Background: an optimization exercise with open tools, aiming at small area, a short achievable clock period and few clock cycles. Do not read the settings as production practice. Only simulation tests tie the RTL to the original design; equivalence was not proved. Power is estimated from default activity; no workload was simulated.

==> inputs of trial 92 <==
## tomasulo_core
module tomasulo_core #(parameter tag_width = 3)
(
	input logic clk,
	input logic reset,
	input logic [15:0] instr,
	input logic instr_is_new,
	input logic [15:0] curr_pc,
	output logic stall,
	output logic commit_valid,
	output logic [2:0] commit_reg,
	output logic [15:0] commit_value
);
clock: 5.0 ns
lec_check: 0
cap_margin: 20
core_margin: 2
core_utilization: 55
setup_slack_margin: 2.75
slew_margin: 20
run.sh (not shown) runs the stock make flow with config.mk's settings and CLKGATE_MAP_FILE= SYNTH_SCRIPT=/design/flow/synth_recipe.tcl, a recipe that flattens the netlist after the stock synthesis.
==> build 88: changes against trial 92 <==
==> flow/flow/run.sh (new file) <==
#!/bin/bash
# The standard layout with two changes: ports are buffered with buf_2 cells,
# and clock tree synthesis adds no dummy loads and uses clkbuf_8 buffers.
set -euo pipefail
bash standard.sh \
	"BUFFER_PORTS_ARGS=-buffer_cell sky130_fd_sc_hd__buf_2" \
	"CTS_ARGS=-sink_clustering_enable -repair_clock_nets -dont_use_dummy_load -buf_list sky130_fd_sc_hd__clkbuf_8" \
	finish > standard.log 2>&1
==> flow/standard.sh (new file) <==
#!/bin/bash
# synth_recipe.tcl (not shown) runs the flow's synth.tcl, then flattens the netlist and writes it again
# the make line also repeats each setting of config.mk as NAME=value (left out here)
make -C /OpenROAD-flow-scripts/flow DESIGN_CONFIG=/design/flow/config.mk WORK_HOME=/design/flow/orfs CLKGATE_MAP_FILE= SYNTH_SCRIPT=/design/flow/synth_recipe.tcl "${@:-finish}"
--- a/flow/config.mk
+++ b/flow/config.mk
@@ -7,6 +7,6 @@
 export LEC_CHECK = 0
 export CAP_MARGIN = 20
 export CORE_MARGIN = 2
-export CORE_UTILIZATION = 55
-export SETUP_SLACK_MARGIN = 2.75
+export CORE_UTILIZATION = 75
+export SETUP_SLACK_MARGIN = 2.7
 export SLEW_MARGIN = 20
removed: flow/run.sh
==> trial 81: changes against trial 92 <==
==> flow/flow/run.sh (new file) <==
#!/bin/bash
# The standard layout with two changes: ports are buffered with buf_2 cells,
# and clock tree synthesis adds no dummy loads and uses clkbuf_8 buffers.
set -euo pipefail
bash standard.sh \
	"BUFFER_PORTS_ARGS=-buffer_cell sky130_fd_sc_hd__buf_2" \
	"CTS_ARGS=-sink_clustering_enable -repair_clock_nets -dont_use_dummy_load -buf_list sky130_fd_sc_hd__clkbuf_8" \
	finish > standard.log 2>&1
==> flow/standard.sh (new file) <==
#!/bin/bash
# synth_recipe.tcl (not shown) runs the flow's synth.tcl, then flattens the netlist and writes it again
# the make line also repeats each setting of config.mk as NAME=value (left out here)
make -C /OpenROAD-flow-scripts/flow DESIGN_CONFIG=/design/flow/config.mk WORK_HOME=/design/flow/orfs CLKGATE_MAP_FILE= SYNTH_SCRIPT=/design/flow/synth_recipe.tcl "${@:-finish}"
--- a/flow/config.mk
+++ b/flow/config.mk
@@ -7,6 +7,7 @@
 export LEC_CHECK = 0
 export CAP_MARGIN = 20
 export CORE_MARGIN = 2
-export CORE_UTILIZATION = 55
-export SETUP_SLACK_MARGIN = 2.75
+export CORE_UTILIZATION = 65
+export SETUP_SLACK_MARGIN = 2.8
 export SLEW_MARGIN = 20
+export TNS_END_PERCENT = 50
removed: flow/run.sh
==> implementation parameters <==
Parameter                              Value

Status
  Result of the run    finished clean

Power
  Switching power    about 0.0015 W
  IR drop worst, VDD    0.000335 V
  Overall power of the completed layout    roughly 0.0044 W

Worst setup path
  Worst reg2reg endpoint    a2[6]
  Critical Path, Cell by Cell    ha_4 > fa_2 > a211oi_4 > o21bai_1 > a21oi_2 > xor2_1 > o211ai_1 > o21ai_2 > o211ai_1

Detailed routing
  Number of antenna-violating nets in the routed design    0
  Drt total wl    28900 um

Cells and area
  Seq_cells    186
  Final cell count without fillers    1125

Timing
  Max-slew violation count    0
# the run above: trial 81

==> implementation parameters <==
Parameter                              Value

Synth
  Largest family of logic cells by synthesized area    compound AO/OA/AOI/OAI gates
  Summed instance area of the synthesized netlist    slightly below 10000 um2
  Top cells by count, synth    128 x sky130_fd_sc_hd__edfxtp_1, 71 x sky130_fd_sc_hd__nand2_1, 67 x sky130_fd_sc_hd__a21oi_1, 58 x sky130_fd_sc_hd__dfxtp_1, 55 x sky130_fd_sc_hd__o21ai_0
  Synth unique cells    85
  Number of standard cells after synthesis    893

Status
  Stopped at    5_1_grt
  Result of the run    did not finish
  First error line in the log    [ERROR DPL-0033] detailed placement checks failed during check placement.

Timing
  Last worst endpoint in the global-route repair_timing    b2[14]$_DFF_P_/D

CTS
  Total number of H-tree levels    4
  Number of hold buffers added after CTS    0

Placed design
  Placed wire-length estimate after detailed placement    20600 um
  Instance count after placement with tap cells included    1065

Floorplan
  I/O pins    56
# the run above: build 88

==> implementation parameters <==
Parameter                              Value

Status
  Result of the run    finished clean

Worst setup path
  Critical Path, Cell by Cell    buf_12 > buf_12 > buf_12 > mux2i_1 > o21ai_0 > a221oi_2 > o211ai_1 > o211ai_1 > a21oi_1
  Worst reg2reg endpoint    b2[6]
  Last element of the critical path    b2[0]

Timing
  Max-slew violation count    0

Cells and area
  Seq_cells    186
  Final cell count without fillers    1199

Detailed routing
  Drt total wl    around 32000 um
  Number of antenna-violating nets in the routed design    0

CTS
  TritonCTS clock tree    done

Power
  Overall power of the completed layout    ~0.005 W

GRT
  Largest net degree at the start of global routing    29
  Antenna violations before repair    0

Synth
  Cell taking the most area after synthesis    sky130_fd_sc_hd__edfxtp_1
# the run above: trial 92

Testbench counts of trial 92, summed over its fixed seeds: cycles 4,814.
Testbench counts of build 88, summed over its fixed seeds: cycles 4,814.
Testbench counts of trial 81, summed over its fixed seeds: cycles 4,814.

* * *

==> willow: inputs <==
Starting RTL as in the previous note.
export LEC_CHECK = 0
export ABC_AREA = 1
export CAP_MARGIN = 20
export CORE_MARGIN = 2
export CORE_UTILIZATION = 55
export SETUP_SLACK_MARGIN = 2.6
export SLEW_MARGIN = 20
create_clock -name core_clock -period 5.0 [get_ports {clk}]
standard.sh (not shown) runs the stock make flow with config.mk's settings and CLKGATE_MAP_FILE= SYNTH_SCRIPT=/design/flow/synth_recipe.tcl, a recipe that flattens the netlist after the stock synthesis.
==> flow/flow/run.sh <==
#!/bin/bash
# The standard layout with two changes: ports are buffered with buf_2 cells,
# and clock tree synthesis adds no dummy loads.
set -euo pipefail
bash standard.sh \
	"BUFFER_PORTS_ARGS=-buffer_cell sky130_fd_sc_hd__buf_2" \
	"CTS_ARGS=-sink_clustering_enable -repair_clock_nets -dont_use_dummy_load" \
	finish > standard.log 2>&1
==> amber (differences from willow) <==
==> flow/flow/run.sh (replaced) <==
#!/bin/bash
# The standard layout with two changes: ports are buffered with buf_2 cells,
# and clock tree synthesis adds no dummy loads and uses clkbuf_8 buffers.
set -euo pipefail
bash standard.sh \
	"BUFFER_PORTS_ARGS=-buffer_cell sky130_fd_sc_hd__buf_2" \
	"CTS_ARGS=-sink_clustering_enable -repair_clock_nets -dont_use_dummy_load -buf_list sky130_fd_sc_hd__clkbuf_8" \
	finish > standard.log 2>&1
--- a/flow/config.mk
+++ b/flow/config.mk
@@ -6,8 +6,8 @@
 export NUM_CORES = 4
 export LEC_CHECK = 0
-export ABC_AREA = 1
 export CAP_MARGIN = 20
 export CORE_MARGIN = 2
-export CORE_UTILIZATION = 55
-export SETUP_SLACK_MARGIN = 2.6
+export CORE_UTILIZATION = 70
+export SETUP_SLACK_MARGIN = 2.8
 export SLEW_MARGIN = 20
+export TNS_END_PERCENT = 30
==> yarrow (differences from willow) <==
==> flow/flow/run.sh (replaced) <==
#!/bin/bash
# The standard layout with two changes: ports are buffered with buf_2 cells,
# and clock tree synthesis adds no dummy loads and uses clkbuf_8 buffers.
set -euo pipefail
bash standard.sh \
	"BUFFER_PORTS_ARGS=-buffer_cell sky130_fd_sc_hd__buf_2" \
	"CTS_ARGS=-sink_clustering_enable -repair_clock_nets -dont_use_dummy_load -buf_list sky130_fd_sc_hd__clkbuf_8" \
	finish > standard.log 2>&1
--- a/flow/config.mk
+++ b/flow/config.mk
@@ -6,8 +6,8 @@
 export NUM_CORES = 4
 export LEC_CHECK = 0
-export ABC_AREA = 1
 export CAP_MARGIN = 20
 export CORE_MARGIN = 2
-export CORE_UTILIZATION = 55
-export SETUP_SLACK_MARGIN = 2.6
+export CORE_UTILIZATION = 60
+export PLACE_DENSITY = 0.85
+export SETUP_SLACK_MARGIN = 2.7
 export SLEW_MARGIN = 20
==> lagoon (differences from willow) <==
==> flow/run.sh (new file) <==
#!/bin/bash
# synth_recipe.tcl (not shown) runs the flow's synth.tcl, then flattens the netlist and writes it again
# the make line also repeats each setting of config.mk as NAME=value (left out here)
make -C /OpenROAD-flow-scripts/flow DESIGN_CONFIG=/design/flow/config.mk WORK_HOME=/design/flow/orfs CLKGATE_MAP_FILE= SYNTH_SCRIPT=/design/flow/synth_recipe.tcl finish
--- a/flow/config.mk
+++ b/flow/config.mk
@@ -6,8 +6,7 @@
 export NUM_CORES = 4
 export LEC_CHECK = 0
-export ABC_AREA = 1
 export CAP_MARGIN = 20
 export CORE_MARGIN = 2
-export CORE_UTILIZATION = 55
-export SETUP_SLACK_MARGIN = 2.6
+export CORE_UTILIZATION = 60
+export SETUP_SLACK_MARGIN = 3.0
 export SLEW_MARGIN = 20
removed: flow/flow/run.sh
removed: flow/standard.sh
==> summary of the runs <==
- The highest sequential share of layout area belongs to yarrow, the lowest to lagoon.
- Worst setup slack: willow < yarrow < amber < lagoon.
- Clock skew: amber > yarrow > willow > lagoon.
- Against amber, the worst hold slack of lagoon is worse by 20 ps.
Testbench counts of willow, summed over its fixed seeds: cycles 4,814.
Testbench counts of amber, summed over its fixed seeds: cycles 4,814.
Testbench counts of yarrow, summed over its fixed seeds: cycles 4,814.
Testbench counts of lagoon, summed over its fixed seeds: cycles 4,814.

-- separate check: timing with driven ports --
The results above use ideal ports. As a check the final layouts listed here were re-extracted and re-timed, cells and wires unchanged. Step 1: set_driving_cell puts a clkbuf_16 on clk and a buf_2 on each other input, an assumption about the parent block. Step 2 adds t to the input delays and takes it off the output delays; t is the mean of the earliest and latest rising clock arrival at the registers after step 1. Input paths then give back, and output paths get back, about the clock's delay inside the block. Three values: no drivers, after step 1, after step 2; two values: the first two.
run | t (ns) | setup slack, ns | worst setup path after step 2 | worst slew at a driven data input, ns | cell pins on the clock port's net
trial 92 | 0.478 | 2.713 / 2.644 / 2.165 | input to register | 0.21 | 1
trial 81 | 0.498 | 2.716 / 2.690 / 2.192 | input to register | 0.15 | 1
willow | 0.471 | 2.550 / 2.569 / 2.098 | input to register | 0.04 | 1
amber | 0.498 | 2.697 / 2.690 / 2.269 | input to register | 0.07 | 1
yarrow | 0.510 | 2.680 / 2.676 / 2.166 | input to register | 0.05 | 1
lagoon | 0.484 | 2.713 / 2.607 / 2.123 | input to register | 0.18 | 1
After both steps setup and hold are still met in every run listed. The setup slack of lagoon, which loses most, moves by -0.106 ns with the drivers and by -0.590 ns with both steps.
